This design comes from an exercise in tuning for small area and a short achievable clock period on the open sky130 flow, not from production work.
The RTL was checked by simulation tests, not by an equivalence proof against the original design.
No activity file was given, so power comes from the tool's default toggle rates.

==> flow/design.v <==
module ingress_queue #(
	parameter int DEPTH  = 8,
	parameter int CTRL_W = 8,
	parameter int DATA_W = 16,
	parameter int PORTS  = 4,
	parameter int DEST_W = 2
) (
	input  logic                     clk,
	input  logic                     rst,
	input  logic                     wr_en,
	input  logic [CTRL_W-1:0]        din_ctrl,
	input  logic [DATA_W-1:0]        din_data,
	input  logic                     rd_en,
	output logic [CTRL_W+DATA_W-1:0] dout,
	output logic [PORTS-1:0]         req,
	output logic [PORTS-1:0]         req_nx,
	output logic                     full
);
	localparam int W = CTRL_W + DATA_W;
	localparam int R = DEPTH - 1;  
	logic [W-1:0]     head;
	logic [W-1:0]     mem [R];
	logic [R-1:0]     wptr;
	logic [R-1:0]     rptr;
	logic [R-1:0]     wptr_nx;
	logic [R-1:0]     rptr_nx;
	logic             mem_ne;    
	logic             push;
	logic             pop;
	logic             ne;
	logic             mem_wr;
	logic             mem_rd;
	logic             head_ld;
	logic             mem_last;
	logic             mem_afull;
	logic [W-1:0]     din;
	logic [W-1:0]     mem_head;
	logic [PORTS-1:0] req_in;
	logic [PORTS-1:0] req_mem;
	assign din     = {din_ctrl, din_data};
	assign wptr_nx = {wptr[R-2:0], wptr[R-1]};
	assign rptr_nx = {rptr[R-2:0], rptr[R-1]};
	assign push   = wr_en && !full;
	assign pop    = rd_en;
	assign ne     = |req;
	assign head_ld = pop || !ne;
	assign mem_wr = push && ne && (mem_ne || !pop);
	assign mem_rd = pop && mem_ne;
	assign mem_last  = |(rptr_nx & wptr);
	assign mem_afull = |(wptr_nx & rptr);
	always_comb begin
		mem_head = '0;
		for (int k = 0; k < R; k++) begin
			mem_head = mem_head | ({W{rptr[k]}} & mem[k]);
		end
	end
	always_comb begin
		req_in  = '0;
		req_mem = '0;
		req_in[din_ctrl[DEST_W-1:0]]             = push;
		req_mem[mem_head[DATA_W +: DEST_W]]      = 1'b1;
	end
	assign dout = head;
	assign req_nx = head_ld ? (mem_ne ? req_mem : req_in) : req;
	always_ff @(posedge clk) begin
		if (head_ld) begin
			head <= mem_ne ? mem_head : din;
		end
		for (int k = 0; k < R; k++) begin
			if (push && wptr[k]) begin
				mem[k] <= din;
			end
		end
	end
	always_ff @(posedge clk or negedge rst) begin
		if (!rst) begin
			wptr   <= R'(1);
			rptr   <= R'(1);
			mem_ne <= 1'b0;
			full   <= 1'b0;
			req    <= '0;
		end else begin
			if (mem_wr) begin
				wptr <= wptr_nx;
			end
			if (mem_rd) begin
				rptr <= rptr_nx;
			end
			mem_ne <= mem_wr || (mem_ne && !(mem_rd && mem_last));
			full   <= (full && !mem_rd) || (mem_wr && !mem_rd && mem_afull);
			req <= req_nx;
		end
	end
endmodule
module port_scheduler #(
	parameter int PORTS = 4
) (
	input  logic                   clk,
	input  logic                   rst,
	input  logic [PORTS*PORTS-1:0] req_nx,  
	output logic [PORTS*PORTS-1:0] grant,   
	output logic [PORTS-1:0]       grant_valid,
	output logic [PORTS-1:0]       rd_en
);
	logic [PORTS*PORTS-1:0] seen;      
	logic [PORTS*PORTS-1:0] grant_nx;
	logic [PORTS-1:0]       valid_nx;
	always_comb begin
		for (int o = 0; o < PORTS; o++) begin
			seen[o*PORTS] = 1'b0;
			for (int i = 1; i < PORTS; i++) begin
				seen[o*PORTS + i] = seen[o*PORTS + i - 1] | req_nx[(i-1)*PORTS + o];
			end
			for (int i = 0; i < PORTS; i++) begin
				grant_nx[o*PORTS + i] = req_nx[i*PORTS + o] & ~seen[o*PORTS + i];
			end
			valid_nx[o] = seen[o*PORTS + PORTS - 1] | req_nx[(PORTS-1)*PORTS + o];
		end
	end
	always_ff @(posedge clk or negedge rst) begin
		if (!rst) begin
			grant       <= '0;
			grant_valid <= '0;
		end else begin
			grant       <= grant_nx;
			grant_valid <= valid_nx;
		end
	end
	always_comb begin
		for (int i = 0; i < PORTS; i++) begin
			rd_en[i] = 1'b0;
			for (int o = 0; o < PORTS; o++) begin
				rd_en[i] = rd_en[i] | grant[o*PORTS + i];
			end
		end
	end
endmodule
module crossbar_switch #(
	parameter int PORTS  = 4,
	parameter int CTRL_W = 8,
	parameter int DATA_W = 16
) (
	input  logic                             clk,
	input  logic                             rst,
	input  logic [PORTS*(CTRL_W+DATA_W)-1:0] head,
	input  logic [PORTS*PORTS-1:0]           grant,
	input  logic [PORTS-1:0]                 grant_valid,
	output logic [PORTS-1:0]                 out_wr,
	output logic [PORTS*(CTRL_W+DATA_W)-1:0] out_cell
);
	localparam int W = CTRL_W + DATA_W;
	logic [PORTS*W-1:0] sel;
	always_comb begin
		for (int o = 0; o < PORTS; o++) begin
			sel[o*W +: W] = {W{!grant_valid[o]}} & out_cell[o*W +: W];
			for (int i = 0; i < PORTS; i++) begin
				sel[o*W +: W] = sel[o*W +: W] | ({W{grant[o*PORTS + i]}} & head[i*W +: W]);
			end
		end
	end
	always_ff @(posedge clk or negedge rst) begin
		if (!rst) begin
			out_wr   <= '0;
			out_cell <= '0;
		end else begin
			out_wr   <= grant_valid;
			out_cell <= sel;
		end
	end
endmodule
module xbar_top (
	input  logic                    clk,
	input  logic                    rst,
	input  logic                    in_valid0,
	input  logic [8-1:0] in_ctrl0,
	input  logic [16-1:0] in_data0,
	input  logic                    in_valid1,
	input  logic [8-1:0] in_ctrl1,
	input  logic [16-1:0] in_data1,
	input  logic                    in_valid2,
	input  logic [8-1:0] in_ctrl2,
	input  logic [16-1:0] in_data2,
	input  logic                    in_valid3,
	input  logic [8-1:0] in_ctrl3,
	input  logic [16-1:0] in_data3,
	output logic                    in_full0,
	output logic                    in_full1,
	output logic                    in_full2,
	output logic                    in_full3,
	output logic                    out_wr0,
	output logic [8-1:0] out_ctrl0,
	output logic [16-1:0] out_data0,
	output logic                    out_wr1,
	output logic [8-1:0] out_ctrl1,
	output logic [16-1:0] out_data1,
	output logic                    out_wr2,
	output logic [8-1:0] out_ctrl2,
	output logic [16-1:0] out_data2,
	output logic                    out_wr3,
	output logic [8-1:0] out_ctrl3,
	output logic [16-1:0] out_data3
);
	localparam int P  = 4;
	localparam int CW = 8;
	localparam int DW = 16;
	localparam int W  = CW + DW;
	logic [P-1:0]   in_valid;
	logic [P-1:0]   in_full;
	logic [P*CW-1:0] in_ctrl;
	logic [P*DW-1:0] in_data;
	logic [P*W-1:0] head;
	logic [P*P-1:0] req;
	logic [P*P-1:0] req_nx;
	logic [P*P-1:0] grant;
	logic [P-1:0]   grant_valid;
	logic [P-1:0]   rd_en;
	logic [P-1:0]   out_wr;
	logic [P*W-1:0] out_cell;
	assign in_valid = {in_valid3, in_valid2, in_valid1, in_valid0};
	assign in_ctrl  = {in_ctrl3, in_ctrl2, in_ctrl1, in_ctrl0};
	assign in_data  = {in_data3, in_data2, in_data1, in_data0};
	assign {in_full3, in_full2, in_full1, in_full0} = in_full;
	assign {out_wr3, out_wr2, out_wr1, out_wr0}     = out_wr;
	assign {out_ctrl3, out_data3} = out_cell[3*W +: W];
	assign {out_ctrl2, out_data2} = out_cell[2*W +: W];
	assign {out_ctrl1, out_data1} = out_cell[1*W +: W];
	assign {out_ctrl0, out_data0} = out_cell[0*W +: W];
	for (genvar i = 0; i < P; i++) begin : g_queue
		ingress_queue u_queue (
			.clk      (clk),
			.rst      (rst),
			.wr_en    (in_valid[i]),
			.din_ctrl (in_ctrl[i*CW +: CW]),
			.din_data (in_data[i*DW +: DW]),
			.rd_en    (rd_en[i]),
			.dout     (head[i*W +: W]),
			.req      (req[i*P +: P]),
			.req_nx   (req_nx[i*P +: P]),
			.full     (in_full[i])
		);
	end
	port_scheduler u_sched (
		.clk         (clk),
		.rst         (rst),
		.req_nx      (req_nx),
		.grant       (grant),
		.grant_valid (grant_valid),
		.rd_en       (rd_en)
	);
	crossbar_switch u_switch (
		.clk         (clk),
		.rst         (rst),
		.head        (head),
		.grant       (grant),
		.grant_valid (grant_valid),
		.out_wr      (out_wr),
		.out_cell    (out_cell)
	);
endmodule
==> flow/flow/run.sh <==
#!/bin/bash
# Own layout flow: the standard flow (standard synthesis unchanged), with
#  - the port buffers made from plain buf_2 cells instead of the delay buffer
#    that buffer_ports picks on its own;
#  - clock tree synthesis without dummy loads.
# Every tool's output goes to the ORFS logs under orfs/logs/, and make's own
# output to flow_make.log in the work folder.
set -euo pipefail
export BUFFER_PORTS_ARGS="-buffer_cell sky130_fd_sc_hd__buf_2"
export CTS_ARGS="-sink_clustering_enable -repair_clock_nets -sink_clustering_size 25 -sink_clustering_max_diameter 80 -dont_use_dummy_load"
bash standard.sh finish > flow_make.log 2>&1
==> flow/standard.sh <==
#!/bin/bash
# synth_recipe.tcl (not shown) runs the flow's synth.tcl, then flattens the netlist and writes it again
# the make line also repeats each setting of config.mk as NAME=value (left out here)
make -C /OpenROAD-flow-scripts/flow DESIGN_CONFIG=/design/flow/config.mk WORK_HOME=/design/flow/orfs CLKGATE_MAP_FILE= SYNTH_SCRIPT=/design/flow/synth_recipe.tcl "${@:-finish}"
==> flow/config.mk <==
export PLATFORM = sky130hd
export DESIGN_NAME = xbar_top
export DESIGN_NICKNAME = xbar_top
export VERILOG_FILES = /design/flow/design.v
export SDC_FILE = /design/flow/constraint.sdc
export NUM_CORES = 4
export LEC_CHECK = 0
export ABC_CLOCK_PERIOD_IN_PS = 2000
export CAP_MARGIN = 20
export CORE_MARGIN = 2
export CORE_UTILIZATION = 60
export CTS_CLUSTER_DIAMETER = 80
export CTS_CLUSTER_SIZE = 25
export PLACE_DENSITY = 0.7
export SETUP_SLACK_MARGIN = 2.0
export SLEW_MARGIN = 20
==> flow/constraint.sdc <==
create_clock -name core_clock -period 4.0 [get_ports {clk}]
set_input_delay 0.8000 -clock core_clock [delete_from_list [all_inputs] [get_ports {clk}]]
set_output_delay 0.8000 -clock core_clock [all_outputs]
set_load 0.01 [all_outputs]
==> results.toml <==
[die]
fp.dieW_um = 250
die_area_sq_um = 62500
io_pins = 206
rows = 90
core_sq_um = 60100
die_height_um = 250
start_util_pct = 60.4

[detailed_routing]
wl_per_cell_um = 31.3
drt-total-wl_mm = 101
drtPass1Iterations = 13
drc = 0
vias_per_cell = 7.13
ant_nets = 0
vias = 23000
initialDrtViolationCount = 4041

[synth]
synth-seq-cells = 964
avgSynthCellArea_sq_um = 16.8
yosysSeqAreaShare_pct = 77.1
yosys.area.top_type = "edfxtp_1"
synth_flop_cell = "edfxtp_1"
yosys-top-cells-count = "768 x edfxtp_1, 305 x a22oi_1, 199 x a222oi_1"
yosysWarnings = 4
synth_cell_types = 61
synth_area_sq_um = 36300
synth_enable_flop_cells = 768
synth_area_leaders = "edfxtp_1 64%, dfrtp_1 13%, a22oi_1 6.3%, a222oi_1 5.5%, a41oi_1 2.1%"
syn_inst = 2160
postSynth.asyncResetShare_pct = 20.3
yosysMostFrequentCell = "edfxtp_1"
post-synth-top-area-fraction_pct = 63.5

[cts]
worstSkewPairLatency_ns = 0.64
tritoncts = "done"
htree_levels = 2
clkTransAtPathRegs_ns = 0.10
cts_hold_buf = 0
cts_sinks = 964
root_buffer = "clkbuf_16"
cts_buffer_depth = 3
cts_inserted_buffers = 45

[grt]
grt_pass1_vias = 21900
grt_antenna_before_repair = 8
grt-ovfl-total = 0
top_usage_layer = "met2"
grt_max_degree = 97
grtUsageTotal_pct = 31.7
grt_util_met3_pct = 6.89
met2_usage_pct = 50.1
grt_pass1_wl_mm = 146
met1_usage_pct = 44.7

[worst_setup_path]
cp-end-kind = "flip-flop"
path_cells = "buf_2 > inv_4 > ha_4 > or3b_1 > or4_1 > a31oi_2 > nor3b_2"
cp_data_arrival_time_ns = 2.67
slowest_delay_ns = 0.46
cp_max_fo = 10
criticalPathCategory = "primary input to flip-flop"
start_kind = "primary input"
cp_data_required_time_ns = 4.54
slowest_stage = "or4_1"

[power]
p_leak_uw = 0.0142
sequentialPowerShare_pct = 61.6
power_density_nw_per_um2 = 498
power.net_switching_uw = 5500
power_frac_comb_pct = 14.3
pwr-share-clk_pct = 24.1
p_sw_share_pct = 26.9
vdd_drop_max_v = 0.000379
p_int_uw = 15000

[cells_and_area]
drive_gt1_share_pct = 24.9
layout.cells.non_filler = 3227
fin_util_pct = 68.3
nFillCells = 4009
syn2layout_area_growth_pct = 13.2
nets = 2550

[sta]
hold_viol_final = 0
timing.final.setup_violations = 0
relSlewSlack_pct = 28.8
finalSetupTns_ns = 0
fmax_mhz = 469
hold_ws_ns = 0.253
drv_slew = 0
period_share_pct = 53.3
tightest_slew_ns = 1.07
clock_skew_ns = 0.0432
rsz0062_at_grt = "yes"
fin_crit_ns = 2.13

[placement]
globalplace.congestion = 0.903
post-dp-hpwl_mm = 61.8
place_inst = 3038
place.port_buffers = 205

[run]
cap_violations = 0

[status]
status = "finished clean"

[min_path]
hp-class = "primary input to async pin"
==> area by class of cell <==
type                       instances  area [sq um]  share of cell area [%]
antenna                            3          7.51                  0.0183
multi-input combinational       1034          8050                    19.6
clock buffer                      45          1130                    2.74
tap                              782           978                    2.38
sequential                       964         28100                    68.3
inverter                          20          92.6                   0.225
timing repair buffer             379          2760                    6.70
==> kinds of logic (layout without fill, tap and decap cells) <==
kind of cell	count (synthesis)	after routing	synth area share (%)
DFF	964	964	77.1
AOI/OAI and AO/OA	637	637	14.9
muxes	58	58	1.79
buffers and inverters	188	444	2.01
other	1	27	0.0103
and+or+nand+nor	308	311	4.09
adders and majority gates	4	4	0.138
==> layout by cell type, fill, tap and decap left out, types with 7 or more instances in the layout <==
cell type and count:
a222oi_1 199, a22oi_1 305, a31oi_1 8, a41oi_1 88, and2_2 7, and2_4 21, buf_2 150, buf_4 157
buf_6 69, clkbuf_16 45, conb_1 24, dfrtp_1 149, dfrtp_2 21, dfrtp_4 18, edfxtp_1 768, inv_1 16
mux2_1 7, mux2_2 49, nand2_1 103, nand3_1 9, nor2_1 106
==> routing by layer <==
layer / up-vias / wire length, um / part of all wire [%]
met1: 11700 / 37700 / 37
met2: 1537 / 48100 / 48
li1: 9574 / - / -
met5: - / 56 / 0.055
met4: 10 / 3640 / 3.6
met3: 213 / 11600 / 11
==> per-stage QoR <==
stage	instance area, sq um	worst slack (ns)	total power (uW)
6_report	41100	1.87	20500
4_1_cts	40400	1.82	20100
3_5_place_dp	38200	1.30	14800
2_1_floorplan	36500	1.87	13400
3_3_place_gp	38200	1.39	14700
5_1_grt	41100	1.79	21000
==> power groups by stage <==
| stage | logic, uW | registers, uW | clock network (uW) |
|---|---|---|---|
| floorplan | 1060 | 12300 | 0 |
| global placement | 1950 | 12700 | 0 |
| global route | 3080 | 12600 | 5260 |
| finish | 2930 | 12600 | 4920 |
| CTS | 2620 | 12500 | 4960 |
| detailed placement | 2000 | 12800 | 0 |
==> critical path, delay by kind of cell <==
family | cells | cell delay [ns]
and+or+nand+nor | 3 | 1.09
buffers and inverters | 2 | 0.30
AOI/OAI and AO/OA | 1 | 0.30
adders and majority gates | 1 | 0.16
==> path summary, 6_finish.rpt <==
check | slack [ns] | end | from | cells after the start
max | 1.87 | u_sched.grant[11]$_DFF_PN0_ | in_ctrl3[0] | 7
min | 0.25 | u_switch.out_cell[79]$_DFF_PN0_ | rst | 1
max reg2reg | 1.89 | u_sched.grant_valid[2]$_DFF_PN0_ | g_queue[3].u_queue.rptr[2]$_DFFE_PN0P_ | 6
min reg2reg | 0.38 | u_switch.out_wr[1]$_DFF_PN0_ | u_sched.grant_valid[1]$_DFF_PN0_ | 0
max in group asynchronous | 2.79 | g_queue[0].u_queue.wptr[0]$_DFFE_PN1P_ | rst | 2
min in group core_clock | 0.38 | u_switch.out_wr[1]$_DFF_PN0_ | u_sched.grant_valid[1]$_DFF_PN0_ | 0
==> flip-flops by register name, indices dropped and copies added (netlist names) <==
name                    cells
g_queue.u_queue.full        4
g_queue.u_queue.head       96
g_queue.u_queue.mem       672
g_queue.u_queue.mem_ne      4
g_queue.u_queue.req        15
g_queue.u_queue.rptr       28
g_queue.u_queue.wptr       28
u_sched.grant              13
u_sched.grant_valid         4
u_switch.out_cell          96
u_switch.out_wr             4
==> timing repair <==
action | 4_1_cts | 5_1_grt
pin swaps | 12 | 12
gates cloned | 3 | 0
buffers inserted | 83 | 55
setup endpoints to repair | 783 | 514
resized for setup | 142 | 68

## what the ideal ports hide
No port has a modelled driver above. Below, the same layout with a new extraction and two added sets of constraints. Step 1 sets driving cells, clkbuf_16 on the clock port and buf_2 on the other inputs (assumed; they add their load-dependent delay and slew). Step 2 times the ports against the registers' clock, not the clock port: input delays grow and output delays shrink by t, the midpoint of the rising clock arrivals with the driver on. a / b / c = ideal ports / drivers / drivers and shift; a / b = the first two.
t (ns): 0.677
setup WS [ns]: 1.869 / 1.822 / 1.214
worst setup path at the end: input to register
After both steps setup and hold are still met in this run. For this run, drivers alone change the setup slack by -0.047 ns; drivers and shift together by -0.655 ns.
